Background: an optimization exercise with open tools, aiming at small area. Do not read the settings as production practice. In this exercise RTL edits were held to simulation tests only and were not proved equivalent to the original. Power and IR drop assume default switching activity.

**flow/config.mk**
```make
export PLATFORM = sky130hd
export DESIGN_NAME = m_branch_target_buffer
export DESIGN_NICKNAME = m_branch_target_buffer
export VERILOG_FILES = /design/flow/design.v
export SDC_FILE = /design/flow/constraint.sdc
export NUM_CORES = 4
export LEC_CHECK = 0
export CAP_MARGIN = 20
export CORE_MARGIN = 2
export CORE_UTILIZATION = 40
export SLEW_MARGIN = 20
```
**flow/constraint.sdc**
```tcl
create_clock -name core_clock -period 5.0 [get_ports {clk}]
set_input_delay 1.0000 -clock core_clock [delete_from_list [all_inputs] [get_ports {clk}]]
set_output_delay 1.0000 -clock core_clock [all_outputs]
set_load 0.01 [all_outputs]
```
**flow/design.v**
```verilog
package proc_pkg;
    localparam logic [1:0]  BTB_CNT_SNT = 2'd0;
    localparam logic [1:0]  BTB_CNT_WNT = 2'd1;
    localparam logic [1:0]  BTB_CNT_WT  = 2'd2;
    localparam logic [1:0]  BTB_CNT_ST  = 2'd3;
    localparam logic [4:0]  OPC_BRANCH  = 5'b11000;
    localparam logic [31:0] NOP_INSTR   = 32'h0000_0013;
    localparam logic [31:0] HALT_INSTR  = 32'h000f_0033;
endpackage
module m_sat_counter2 (
    input  logic [1:0] ctr,
    input  logic       taken,
    output logic [1:0] next
);
    always_comb begin
        next = ctr;
        if (taken) begin
            if (ctr != proc_pkg::BTB_CNT_ST) next = ctr + 2'd1;
        end else begin
            if (ctr != proc_pkg::BTB_CNT_SNT) next = ctr - 2'd1;
        end
    end
endmodule
module m_branch_target_buffer #(
    parameter int unsigned IDX_W    = 6,
    parameter int unsigned TAG_W    = 8,
    parameter logic [1:0]  CNT_INIT = 2'b10
) (
    input  logic        clk,
    input  logic        rst,
    input  logic        ce,
    input  logic        lookup_en,
    input  logic [31:0] lookup_pc,
    output logic        pred_hit,
    output logic        pred_taken,
    output logic [31:0] pred_target,
    input  logic        upd_en,
    input  logic [31:0] upd_pc,
    input  logic        upd_taken,
    input  logic [31:0] upd_target,
    input  logic        upd_mispredict,
    output logic [31:0] hit_cnt,
    output logic [31:0] mispredict_cnt
);
    localparam int unsigned ENTRIES = 2 ** IDX_W;
    localparam int unsigned TAG_LO  = IDX_W + 2;
    localparam int unsigned TAG_HI  = IDX_W + TAG_W + 1;
    logic [ENTRIES-1:0] valid_q;
    logic [TAG_W-1:0]   tag_q [ENTRIES];
    logic [31:0]        tgt_q [ENTRIES];
    logic [1:0]         ctr_q [ENTRIES];
    logic [IDX_W-1:0]   lk_idx, upd_idx;
    logic [TAG_W-1:0]   lk_tag, upd_tag;
    logic [ENTRIES-1:0] lk_sel, upd_sel;
    logic               u_we, t_we, upd_hit;
    logic               u_valid;
    logic [TAG_W-1:0]   u_tag;
    logic [1:0]         u_ctr, ctr_nxt, wr_ctr;
    logic               r_valid, r_ctr1;
    logic [TAG_W-1:0]   r_tag;
    logic [31:0]        r_tgt;
    logic               lk_en, same_idx, byp_t, byp_c, lk_hit, rd_ctr1, miss_c1;
    logic [31:0]        rd_tgt;
    logic               pred_hit_q, pred_ctr1_q;
    logic [31:0]        pred_tgt_q;
    logic [31:0]        hit_base_q, mis_base_q, hit_sum, mis_sum;
    logic               hit_pend_q, mis_pend_q, hit_full, mis_full;
    logic               unused_pc_bits;
    assign lk_idx  = lookup_pc[IDX_W+1:2];
    assign lk_tag  = lookup_pc[TAG_HI:TAG_LO];
    assign upd_idx = upd_pc[IDX_W+1:2];
    assign upd_tag = upd_pc[TAG_HI:TAG_LO];
    assign unused_pc_bits = ^{lookup_pc[31:TAG_HI+1], lookup_pc[1:0],
                              upd_pc[31:TAG_HI+1], upd_pc[1:0]};
    always_comb begin
        for (int i = 0; i < ENTRIES; i++) begin
            lk_sel[i]  = (lk_idx == i[IDX_W-1:0]);
            upd_sel[i] = (upd_idx == i[IDX_W-1:0]);
        end
    end
    always_comb begin
        u_valid = 1'b0;
        u_tag   = '0;
        u_ctr   = '0;
        for (int i = 0; i < ENTRIES; i++) begin
            u_valid = u_valid | (upd_sel[i] & valid_q[i]);
            u_tag   = u_tag   | ({TAG_W{upd_sel[i]}} & tag_q[i]);
            u_ctr   = u_ctr   | ({2{upd_sel[i]}} & ctr_q[i]);
        end
    end
    m_sat_counter2 u_upd_ctr (
        .ctr   (u_ctr),
        .taken (upd_taken),
        .next  (ctr_nxt)
    );
    always_comb begin
        upd_hit = u_valid && (u_tag == upd_tag);
        u_we    = ce && upd_en;
        t_we    = u_we && upd_taken;
        wr_ctr  = upd_hit ? ctr_nxt : (upd_taken ? CNT_INIT : u_ctr);
    end
    for (genvar g = 0; g < ENTRIES; g++) begin : g_ent
        always_ff @(posedge clk or posedge rst) begin
            if (rst) begin
                valid_q[g] <= 1'b0;
            end else if (t_we && upd_sel[g]) begin
                valid_q[g] <= 1'b1;
            end
        end
        always_ff @(posedge clk) begin
            if (t_we && upd_sel[g]) begin
                tag_q[g] <= upd_tag;
                tgt_q[g] <= upd_target;
            end
        end
        always_ff @(posedge clk) begin
            if (u_we && upd_sel[g]) begin
                ctr_q[g] <= wr_ctr;
            end
        end
    end
    always_comb begin
        r_valid = 1'b0;
        r_tag   = '0;
        r_tgt   = '0;
        r_ctr1  = 1'b0;
        for (int i = 0; i < ENTRIES; i++) begin
            r_valid = r_valid | (lk_sel[i] & valid_q[i]);
            r_tag   = r_tag   | ({TAG_W{lk_sel[i]}} & tag_q[i]);
            r_tgt   = r_tgt   | ({32{lk_sel[i]}} & tgt_q[i]);
            r_ctr1  = r_ctr1  | (lk_sel[i] & ctr_q[i][1]);
        end
    end
    always_comb begin
        lk_en    = ce && lookup_en;
        same_idx = (upd_idx == lk_idx);
        byp_t    = t_we && same_idx;
        byp_c    = u_we && same_idx;
        lk_hit   = (byp_t || r_valid) && ((byp_t ? upd_tag : r_tag) == lk_tag);
        rd_tgt   = byp_t ? upd_target : r_tgt;
        miss_c1  = upd_taken ? CNT_INIT[1] : u_ctr[1];
        rd_ctr1  = upd_hit ? (byp_c ? ctr_nxt[1] : r_ctr1) : (byp_c ? miss_c1 : r_ctr1);
    end
    always_ff @(posedge clk or posedge rst) begin
        if (rst) begin
            pred_hit_q <= 1'b0;
        end else if (lk_en) begin
            pred_hit_q <= lk_hit;
        end
    end
    always_ff @(posedge clk) begin
        if (lk_en) begin
            pred_ctr1_q <= rd_ctr1;
            pred_tgt_q  <= rd_tgt;
        end
    end
    m_btb_count_add1 u_hit_sum (.base(hit_base_q), .inc(hit_pend_q), .sum(hit_sum), .full(hit_full));
    m_btb_count_add1 u_mis_sum (.base(mis_base_q), .inc(mis_pend_q), .sum(mis_sum), .full(mis_full));
    always_ff @(posedge clk or posedge rst) begin
        if (rst) begin
            hit_base_q <= 32'h0;
            hit_pend_q <= 1'b0;
            mis_base_q <= 32'h0;
            mis_pend_q <= 1'b0;
        end else begin
            hit_base_q <= hit_sum;
            hit_pend_q <= lk_en && lk_hit && !hit_full;
            mis_base_q <= mis_sum;
            mis_pend_q <= ce && upd_en && upd_mispredict && !mis_full;
        end
    end
    assign pred_hit       = pred_hit_q;
    assign pred_taken     = pred_hit_q & pred_ctr1_q;
    assign pred_target    = {32{pred_hit_q}} & pred_tgt_q;
    assign hit_cnt        = hit_sum;
    assign mispredict_cnt = mis_sum;
endmodule
module m_btb_count_add1 (
    input  logic [31:0] base,
    input  logic        inc,
    output logic [31:0] sum,
    output logic        full
);
    logic [7:0] grp_ones;
    logic [7:0] grp_cin;
    always_comb begin
        for (int g = 0; g < 8; g++) grp_ones[g] = &base[4*g +: 4];
        grp_cin[0] = inc;
        for (int g = 1; g < 8; g++) grp_cin[g] = grp_cin[g-1] & grp_ones[g-1];
        for (int g = 0; g < 8; g++) begin
            for (int b = 0; b < 4; b++) begin
                logic c;
                c = grp_cin[g];
                for (int k = 0; k < b; k++) c = c & base[4*g + k];
                sum[4*g + b] = base[4*g + b] ^ c;
            end
        end
        full = &sum;
    end
endmodule
```
**flow/flow/run.sh**
```bash
#!/bin/bash
# Own layout flow: the standard flow (standard.sh) run stage by stage, with
#  - the standard synthesis unchanged;
#  - the clock-delay cells kept out of every repair step (so the port buffers are plain
#    buffers and timing repair does not size them into delay cells);
#  - clock tree: sink clusters of up to 20 flip-flops and no dummy loads.
# Variables go on make's command line (ORFS drops environment variables in its sub-makes).
# Each stage's full make output goes to its own log file in the work folder.
set -euo pipefail

PLAT="sky130_fd_sc_hd__probe_p_8 sky130_fd_sc_hd__probec_p_8 sky130_fd_sc_hd__lpflow_bleeder_1 sky130_fd_sc_hd__lpflow_clkbufkapwr_1 sky130_fd_sc_hd__lpflow_clkbufkapwr_16 sky130_fd_sc_hd__lpflow_clkbufkapwr_2 sky130_fd_sc_hd__lpflow_clkbufkapwr_4 sky130_fd_sc_hd__lpflow_clkbufkapwr_8 sky130_fd_sc_hd__lpflow_clkinvkapwr_1 sky130_fd_sc_hd__lpflow_clkinvkapwr_16 sky130_fd_sc_hd__lpflow_clkinvkapwr_2 sky130_fd_sc_hd__lpflow_clkinvkapwr_4 sky130_fd_sc_hd__lpflow_clkinvkapwr_8 sky130_fd_sc_hd__lpflow_decapkapwr_12 sky130_fd_sc_hd__lpflow_decapkapwr_3 sky130_fd_sc_hd__lpflow_decapkapwr_4 sky130_fd_sc_hd__lpflow_decapkapwr_6 sky130_fd_sc_hd__lpflow_decapkapwr_8 sky130_fd_sc_hd__lpflow_inputiso0n_1 sky130_fd_sc_hd__lpflow_inputiso0p_1 sky130_fd_sc_hd__lpflow_inputiso1n_1 sky130_fd_sc_hd__lpflow_inputiso1p_1 sky130_fd_sc_hd__lpflow_inputisolatch_1 sky130_fd_sc_hd__lpflow_isobufsrc_1 sky130_fd_sc_hd__lpflow_isobufsrc_16 sky130_fd_sc_hd__lpflow_isobufsrc_2 sky130_fd_sc_hd__lpflow_isobufsrc_4 sky130_fd_sc_hd__lpflow_isobufsrc_8 sky130_fd_sc_hd__lpflow_isobufsrckapwr_16 sky130_fd_sc_hd__lpflow_lsbuf_lh_hl_isowell_tap_1 sky130_fd_sc_hd__lpflow_lsbuf_lh_hl_isowell_tap_2 sky130_fd_sc_hd__lpflow_lsbuf_lh_hl_isowell_tap_4 sky130_fd_sc_hd__lpflow_lsbuf_lh_isowell_4 sky130_fd_sc_hd__lpflow_lsbuf_lh_isowell_tap_1 sky130_fd_sc_hd__lpflow_lsbuf_lh_isowell_tap_2 sky130_fd_sc_hd__lpflow_lsbuf_lh_isowell_tap_4"
DLY="sky130_fd_sc_hd__clkdlybuf4s50_1 sky130_fd_sc_hd__clkdlybuf4s50_2 sky130_fd_sc_hd__clkdlybuf4s25_1 sky130_fd_sc_hd__clkdlybuf4s25_2 sky130_fd_sc_hd__clkdlybuf4s15_1 sky130_fd_sc_hd__clkdlybuf4s15_2 sky130_fd_sc_hd__clkdlybuf4s18_1 sky130_fd_sc_hd__clkdlybuf4s18_2"
CTS="-sink_clustering_enable -repair_clock_nets -dont_use_dummy_load -sink_clustering_size 20 -sink_clustering_max_diameter 60 -buf_list sky130_fd_sc_hd__clkbuf_16"

bash standard.sh synth > log_synth.txt 2>&1
bash standard.sh floorplan "DONT_USE_CELLS=$PLAT $DLY" > log_floorplan.txt 2>&1
bash standard.sh place "DONT_USE_CELLS=$PLAT $DLY" > log_place.txt 2>&1
bash standard.sh cts "DONT_USE_CELLS=$PLAT $DLY" "CTS_ARGS=$CTS" > log_cts.txt 2>&1
bash standard.sh finish "DONT_USE_CELLS=$PLAT $DLY" > log_finish.txt 2>&1
```
**flow/standard.sh**
```bash
#!/bin/bash
# synth_recipe.tcl (not shown) runs the flow's synth.tcl, then flattens the netlist and writes it again
# the make line also repeats each setting of config.mk as NAME=value (left out here)
make -C /OpenROAD-flow-scripts/flow DESIGN_CONFIG=/design/flow/config.mk WORK_HOME=/design/flow/orfs CLKGATE_MAP_FILE= SYNTH_SCRIPT=/design/flow/synth_recipe.tcl "${@:-finish}"
```
==> notes.md <==
Slew Limit Headroom 0.149; post-DR vias/cell about 7.3; hold-fix buffer count after cts 0; maxcap violations 0; post-route DRC violation count 0; Final period util 1.00; maximum clock frequency roughly 200 MHz; via count of the first global-routing pass 75400; grt ovf 0; worst setup path startpoint lookup_pc[7]; Main synth FF type sky130_fd_sc_hd__edfxtp_1; number of cells on the worst reg-to-reg path 14; core area around 0.27 mm²; cell-internal power approximately 34 mW; EDFF count, synth between 2000 and 3000; cell area after technology mapping between 0.1 and 0.15 mm²; reg-to-reg critical path startpoint valid_q[24]; Avg Cell Area, Syn 16.0 µm²; first drt pass iteration count 9; RR Endpoint ctr_q[44][0]; DR WL/cell ~50 µm; async set or reset register ratio after synthesis 0.0459; sum of negative setup slack -0.0213 ns; horizontal die dimension roughly 530 µm; CTS clock-pin slew for the worst setup and hold paths 0.08 ns; # nets final between 7000 and 8000; maximum fanout along the worst path 13; simple-gate share of the synthesized area 0.0994; placed wire-length estimate after detailed placement 350000 µm; post-route antenna net violation count 0; all-layer global routing usage 0.401; share of synthesized cell area in full adder, half adder and majority cells 0.00565; Final Worst Setup Slack -0.0213 ns; Tightest Hold Check Type in -> async; met3 track demand over resource in global routing 0.137; CTS tree done; fraction of synthesized cell area taken by the top area cell type 0.742; outcome complete, but fails checks; area growth from synthesis to layout 15.6%; DIE AREA 0.279 mm²; Total Wirelength about 570000 µm; # placed instances 11100; final critical delay including setup and external delays approximately 5 ns; pin count of the biggest net entering global routing 73; Starting DRT DRC Count roughly 19000; sequential fraction of design power 0.601; Synth Area in Compound Gates 0.0982; share of the core filled with cells 0.465; number of clock buffers inserted by TritonCTS just over 200; # clock sinks between 2000 and 3000; reg-to-reg slack, setup around 1.0 ns; final setup violating endpoints 1; via count around 84000; parity-gate share of the synthesized area counting xor and xnor cells 0.00278; number of standard cells in the layout, taps in and fillers out about 11000; maximum level of the CTS H-tree 4; proportion of synthesized chip area in sequential cells 0.772; actual slew at the worst max-slew pin about 1.3 ns; global placement routability congestion between 1 and 1.5; clock latency on the worst-skew pair 0.94 ns; crit path kind in -> reg; starting density of the core 0.402; proportion of synthesized area in mux cells 0.00284; global routing usage on met2 0.563; share of power burned in combinational logic 0.050; CTS root buf sky130_fd_sc_hd__clkbuf_16; worst hold margin 0.312 ns; endpoint of the worst setup timing path hit_pend_q; vertical die dimension around 530 µm; most frequent cells in the layout sky130_fd_sc_hd__edfxtp_1, sky130_fd_sc_hd__a22oi_1, sky130_fd_sc_hd__nand3_1; count of boundary I/O pins roughly 200; number of synthesized register bits approximately 2900; arrival time at the worst endpoint ~5.8 ns; layer with the highest usage met2; Core Rows around 190; number of library cell types mapped by synthesis 65; power per unit of standard cell area 345 mW/mm²; Setup crit start kind primary input; setup slack at placement -0.473 ns; number of hold-slack violations in the final timing report 0; commonest non-fill, non-tap cell in the layout sky130_fd_sc_hd__edfxtp_1; layout cell share with drive strength beyond 1 0.164; share of power burned in the clock network 0.349; global-route track usage on met1 0.534; causes of the layout check failure setup timing; number of antenna violations at the first check in global routing 60; Worst Setup End Kind flip-flop; synthesized instance count roughly 6900; count of buffers from port buffering between 150 and 200; Max Clock Skew ~0.093 ns; sw power between 9 and 10 mW; max-slew violation count 0; sw frac 0.223; net count of the mapped netlist between 7000 and 8000; combinational family with the most area after synthesis simple AND/OR/NAND/NOR gates; Leak Pwr between 40 and 50 nW; global-route wire length before repair ~740000 µm; Max Buffers Root-to-Sink 4; cell taking the most area after synthesis sky130_fd_sc_hd__edfxtp_1; synth warn 6; Area contributors post-synth sky130_fd_sc_hd__edfxtp_1, sky130_fd_sc_hd__a22oi_1, sky130_fd_sc_hd__dfrtp_1; IR drop worst, VDD around 0.31 mV; Required @ worst endpoint around 5.8 ns
-- critical path, stage by stage --
cell,delay [ns]
sky130_fd_sc_hd__buf_1,0.51
sky130_fd_sc_hd__buf_4,0.34
sky130_fd_sc_hd__buf_1,0.40
sky130_fd_sc_hd__nand2_1,0.28
sky130_fd_sc_hd__nor3_4,1.07
sky130_fd_sc_hd__a22oi_1,0.22
sky130_fd_sc_hd__nand3_1,0.14
sky130_fd_sc_hd__nor4_1,0.06
sky130_fd_sc_hd__buf_2,0.13
sky130_fd_sc_hd__a31oi_1,0.45
sky130_fd_sc_hd__buf_6,0.17
sky130_fd_sc_hd__xnor2_1,0.19
sky130_fd_sc_hd__o2111ai_1,0.31
sky130_fd_sc_hd__buf_2,0.23
sky130_fd_sc_hd__nor4_2,0.25
-- repair_timing --
action / 4_1_cts / 5_1_grt
setup buffers: 0 / 0
setup endpoints to repair: 1 / 2
gates resized for setup: 1 / 2
-- Yosys cell counts, types with 5 or more instances --
master	count
sky130_fd_sc_hd__a22o_1	42
sky130_fd_sc_hd__xnor2_1	12
sky130_fd_sc_hd__nor2b_1	8
sky130_fd_sc_hd__mux2_2	18
sky130_fd_sc_hd__and3b_1	8
sky130_fd_sc_hd__buf_4	21
sky130_fd_sc_hd__nor4_1	77
sky130_fd_sc_hd__nor4bb_1	10
sky130_fd_sc_hd__and2_1	76
sky130_fd_sc_hd__nor2_1	240
sky130_fd_sc_hd__a2111oi_0	47
sky130_fd_sc_hd__buf_1	95
sky130_fd_sc_hd__a221oi_1	42
sky130_fd_sc_hd__a22oi_1	1186
sky130_fd_sc_hd__a32oi_1	20
sky130_fd_sc_hd__edfxtp_1	2721
sky130_fd_sc_hd__buf_6	7
sky130_fd_sc_hd__nand2b_1	12
sky130_fd_sc_hd__or3_1	10
sky130_fd_sc_hd__and4b_1	7
sky130_fd_sc_hd__nor3_1	79
sky130_fd_sc_hd__a21oi_1	7
sky130_fd_sc_hd__mux2i_1	11
sky130_fd_sc_hd__and3_1	144
sky130_fd_sc_hd__dfrtp_1	131
sky130_fd_sc_hd__xor2_1	23
sky130_fd_sc_hd__ha_1	48
sky130_fd_sc_hd__buf_2	95
sky130_fd_sc_hd__or2_2	66
sky130_fd_sc_hd__inv_1	9
sky130_fd_sc_hd__a31oi_1	43
sky130_fd_sc_hd__o21ai_0	13
sky130_fd_sc_hd__nand2_1	166
sky130_fd_sc_hd__nand3_1	613
sky130_fd_sc_hd__and2_0	12
sky130_fd_sc_hd__or4_1	19
sky130_fd_sc_hd__nand3b_1	6
sky130_fd_sc_hd__o211ai_1	5
sky130_fd_sc_hd__and4_1	9
sky130_fd_sc_hd__clkbuf_1	269
sky130_fd_sc_hd__nand4_1	431
-- metal layers --
metal  share of wire  routed length, µm  vias to the layer above
met3            0.16              92500                     1996
met5         0.00028                161                        -
li1                -                  -                    29900
met2            0.41             236000                     9224
met1            0.35             202000                    42400
met4           0.075              42900                       26
-- area by class of cell --
| class | instances | area (µm²) |
|---|---|---|
| diodes | 41 | 103 |
| clock buffers | 207 | 5180 |
| fillers | 23500 | 146000 |
| inverters | 9 | 36.3 |
| multi-input cells | 3551 | 24000 |
| flip-flops and latches | 2852 | 85000 |
| well taps | 3589 | 4490 |
| repair buffers | 1123 | 8440 |
-- state kept, by name, indices dropped and copies added (netlist names) --
name and flops:
ctr_q 128, hit_base_q 32, hit_pend_q 1, mis_base_q 32, mis_pend_q 1, pred_ctr1_q 1, pred_hit_q 1, pred_tgt_q 32
tag_q 512, tgt_q 2048, valid_q 64
-- through the flow --
stage          instance area [µm²]  power, mW
6_report                    127000       43.9
5_1_grt                     127000       44.6
4_1_cts                     127000       43.7
3_5_place_dp                122000       29.0
3_3_place_gp                122000       29.0
2_1_floorplan               110000       27.6
-- how the worst min path moves through the flow --
stage	slack, ns	end	cells after the start
after global placement	0.46	hit_base_q[31]	1
final	0.31	hit_base_q[9]	2
after detailed placement	0.47	valid_q[51]	1
after floorplan	0.45	valid_q[43]	2
after CTS	0.31	hit_base_q[9]	2
after global routing	0.39	hit_base_q[9]	2
-- power by group through the flow --
stage,sequential (mW),clock (mW),combinational (mW)
after floorplan,26.9,0,0.706
after global placement,26.9,0,2.07
after detailed placement,26.9,0,2.09
after CTS,26.4,15.2,2.10
after global routing,26.4,16.0,2.21
final,26.4,15.3,2.22
-- kinds of logic after synthesis --
logic type	Yosys count
AOI/OAI and AO/OA	1424
xor gates and xnor gates	35
adders and majority gates	50
buffers and inverters	496
DFF	2852
muxes	29
and+or+nand+nor	2013

## static timing again, ports no longer ideal
How much do the figures lean on ideal ports? The routed layout below was timed once more, with nothing changed but the port constraints. Step 1 (the two cells are an assumption about what drives the block):
set clk [get_ports {clk}]
set_driving_cell -lib_cell sky130_fd_sc_hd__clkbuf_16 $clk
set_driving_cell -lib_cell sky130_fd_sc_hd__buf_2 [delete_from_list [all_inputs] $clk]
Step 2, shift: input delay + t, output delay - t, t = (earliest + latest rising clock arrival at the registers) / 2. This alone moves slack from input paths to output paths. a / b / c = ideal / step 1 / step 2; a / b = the first two.
t, ns: 1.002
setup slack, ns: -0.021 / 0.050 / -0.952
worst setup path after step 2: input to register
latest minus earliest clock arrival (ns): 0.130 / 0.130
worst register clock-pin slew, ns: 0.09 / 0.09
For this run, drivers alone change the setup slack by +0.071 ns; drivers and shift together by -0.931 ns.
